Context: an optimization exercise on an open-source flow, tuned for small area. The choices shown serve that exercise and are no tape-out recipe. The RTL was checked by simulation tests, not by an equivalence proof against the original design. Power figures rest on the tool's default switching activity, not on a simulated workload.

oak:
## dcache_controller
module dcache_controller
(
    input  logic                 clk,
    input  logic                 reset,
    input  logic                 dcache_read_req,
    input  logic                 dcache_write_req,
    input  logic [ADDR_W-1:0]    dcache_addr,
    input  logic [31:0]          dcache_write_data,
    input  logic [1:0]           mem_size,
    input  logic                 mem_unsigned,
    output logic [31:0]          dcache_read_data,
    output logic                 dcache_hit,
    output logic                 dcache_stall,
    output logic                 mem_req,
    output logic                 mem_we,
    output logic [ADDR_W-1:0]    mem_addr,
    output logic [LINE_BITS-1:0] mem_wdata,
    input  logic [LINE_BITS-1:0] mem_rdata,
    input  logic                 mem_ready
);
Settings: LEC_CHECK=0, CAP_MARGIN=20, CORE_MARGIN=2, CORE_UTILIZATION=65, PLACE_DENSITY=0.8, SLEW_MARGIN=20, SYNTH_HIERARCHICAL=1; clock period 9.0 ns.
standard.sh (not shown) runs the stock make flow with config.mk's settings and CLKGATE_MAP_FILE= SYNTH_SCRIPT=/design/flow/synth_recipe.tcl, a recipe that flattens the netlist after the stock synthesis.
==> flow/flow/run.sh <==
#!/bin/bash
# Standard ORFS layout (the standard.sh, standard synthesis unchanged), with two changes:
#  - the port buffers are buf_1 instead of the delay cell buffer_ports picks by itself;
#  - CTS uses clkbuf_8 leaf buffers with sink clusters of at most 16 and no dummy loads.
# Each ORFS step's full output stays in orfs/logs/...; make's output goes to synth_make.log and
# layout_make.log, and this script's own output to flow_run.log.
set -euo pipefail
exec > >(tee -a flow_run.log) 2>&1
export BUFFER_PORTS_ARGS="-buffer_cell sky130_fd_sc_hd__buf_1"
export CTS_ARGS="-sink_clustering_enable -repair_clock_nets -sink_clustering_size 16 -sink_clustering_max_diameter 80 -buf_list sky130_fd_sc_hd__clkbuf_8 -dont_use_dummy_load"
bash standard.sh synth > synth_make.log 2>&1
bash standard.sh finish > layout_make.log 2>&1
ls -l out/
--- input diff oak..pine ---
# oak
export LEC_CHECK = 0
export CAP_MARGIN = 20
export CORE_MARGIN = 2
export CORE_UTILIZATION = 65
export PLACE_DENSITY = 0.8
export SLEW_MARGIN = 20
export SYNTH_HIERARCHICAL = 1
create_clock -name core_clock -period 9.0 [get_ports {clk}]
# pine
export LEC_CHECK = 0
export CAP_MARGIN = 20
export CORE_MARGIN = 2
export CORE_UTILIZATION = 55
export PLACE_DENSITY = 0.7
export SLEW_MARGIN = 20
export SYNTH_HIERARCHICAL = 1
create_clock -name core_clock -period 9.0 [get_ports {clk}]
==> flow/flow/run.sh <==
#!/bin/bash
# Standard ORFS layout (the standard.sh, standard synthesis unchanged), with two changes:
#  - the port buffers are buf_1 instead of the delay cell buffer_ports picks by itself;
#  - CTS uses clkbuf_8 leaf buffers with sink clusters of at most 18 and no dummy loads.
# Each ORFS step's full output stays in orfs/logs/...; make's output goes to synth_make.log and
# layout_make.log, and this script's own output to flow_run.log.
set -euo pipefail
exec > >(tee -a flow_run.log) 2>&1
export BUFFER_PORTS_ARGS="-buffer_cell sky130_fd_sc_hd__buf_1"
export CTS_ARGS="-sink_clustering_enable -repair_clock_nets -sink_clustering_size 18 -sink_clustering_max_diameter 80 -buf_list sky130_fd_sc_hd__clkbuf_8 -dont_use_dummy_load"
bash standard.sh synth > synth_make.log 2>&1
bash standard.sh finish > layout_make.log 2>&1
ls -l out/
Notes after the runs:
Run comparison: pine critical path's slowest cell dfxtp_4; oak critical path's slowest cell a22oi_2. Going from oak to pine, proportion of cell area occupied by registers went down, number of fill cells has increased, number of buffers created by CTS down about 9%.
Setup changes, pine to birch
# pine
export LEC_CHECK = 0
export CAP_MARGIN = 20
export CORE_MARGIN = 2
export CORE_UTILIZATION = 55
export PLACE_DENSITY = 0.7
export SLEW_MARGIN = 20
export SYNTH_HIERARCHICAL = 1
create_clock -name core_clock -period 9.0 [get_ports {clk}]
# birch
export LEC_CHECK = 0
export CAP_MARGIN = 20
export CORE_MARGIN = 2
export CORE_UTILIZATION = 55
export CTS_BUF_LIST = sky130_fd_sc_hd__clkbuf_16
export CTS_CLUSTER_DIAMETER = 60
export CTS_CLUSTER_SIZE = 30
export PLACE_DENSITY = 0.7
export SLEW_MARGIN = 20
export SYNTH_HIERARCHICAL = 1
create_clock -name core_clock -period 9.0 [get_ports {clk}]
==> flow/flow/run.sh <==
#!/bin/bash
# Standard ORFS layout (the standard.sh), with two changes:
#  - the port buffers are buf_2 instead of the delay cell buffer_ports picks by itself;
#  - CTS uses clkbuf_16 with larger sink clusters and no dummy loads.
# Each step's full output stays in orfs/logs/...; this script's own output goes to flow_run.log.
set -euo pipefail
exec > >(tee -a flow_run.log) 2>&1
export BUFFER_PORTS_ARGS="-buffer_cell sky130_fd_sc_hd__buf_1"
export CTS_ARGS="-sink_clustering_enable -repair_clock_nets -sink_clustering_size 16 -sink_clustering_max_diameter 80 -buf_list sky130_fd_sc_hd__clkbuf_8 -dont_use_dummy_load"
bash standard.sh synth > synth_make.log 2>&1
bash standard.sh finish > layout_make.log 2>&1
ls -l out/
--- outcome ---
birch closes out successfully: all stages finished, all timing, DRC and antenna checks passed. Taking pine as the reference, in birch design area flat; wire length of the first global-routing pass flat; CTS clock-pin slew for the worst setup and hold paths flat.
Input changes introduced in maple (baseline for comparison: birch):
==> flow/run.sh (new file) <==
#!/bin/bash
# synth_recipe.tcl (not shown) runs the flow's synth.tcl, then flattens the netlist and writes it again
# the make line also repeats each setting of config.mk as NAME=value (left out here)
make -C /OpenROAD-flow-scripts/flow DESIGN_CONFIG=/design/flow/config.mk WORK_HOME=/design/flow/orfs CLKGATE_MAP_FILE= SYNTH_SCRIPT=/design/flow/synth_recipe.tcl finish
removed: flow/flow/run.sh
removed: flow/standard.sh
### Flow results
- Compared with birch, maple shows a proportion of cell area occupied by multi-input gates that is 0.92 points lower.
- maple consumes more power than birch does.
- maple and birch ended up with nearly the same number of buffers added for setup after CTS.
- As far as maximum level of the CTS H-tree goes, birch and maple are indistinguishable; the numbers are identical.
- Compared maple vs birch, and power dissipated in the clock network is up in maple.
- birch vs maple, kind of critical path: flip-flop to primary output vs input port to primary output

[static timing again, ports no longer ideal]
The flow's constraints put no driver on any port. The routed layouts listed below were extracted and timed again, unchanged, in two steps. Step 1 sets driving cells, clkbuf_16 on the clock port and buf_2 on the other inputs (assumed; they add their load-dependent delay and slew). Step 2 also shifts input and output timing later by t, the mid clock arrival at the registers, as if the neighbouring blocks saw the same clock. Slacks: no drivers / after step 1 / after step 2; pairs: no drivers / after step 1.
run	t (ns)	slack for setup (ns)	worst data-port slew with drivers (ns)	pins driven straight from the clock port
oak	0.947	0.666 / 0.604 / 0.604	0.26	1
pine	0.979	0.672 / 0.598 / 0.648	0.26	1
birch	0.971	0.684 / 0.609 / 0.634	0.27	1
maple	0.869	0.290 / 0.250 / 0.250	0.20	1
After both steps setup and hold are still met in every run listed. The setup slack of oak, which loses most, moves by -0.062 ns with the drivers and by -0.062 ns with both steps.
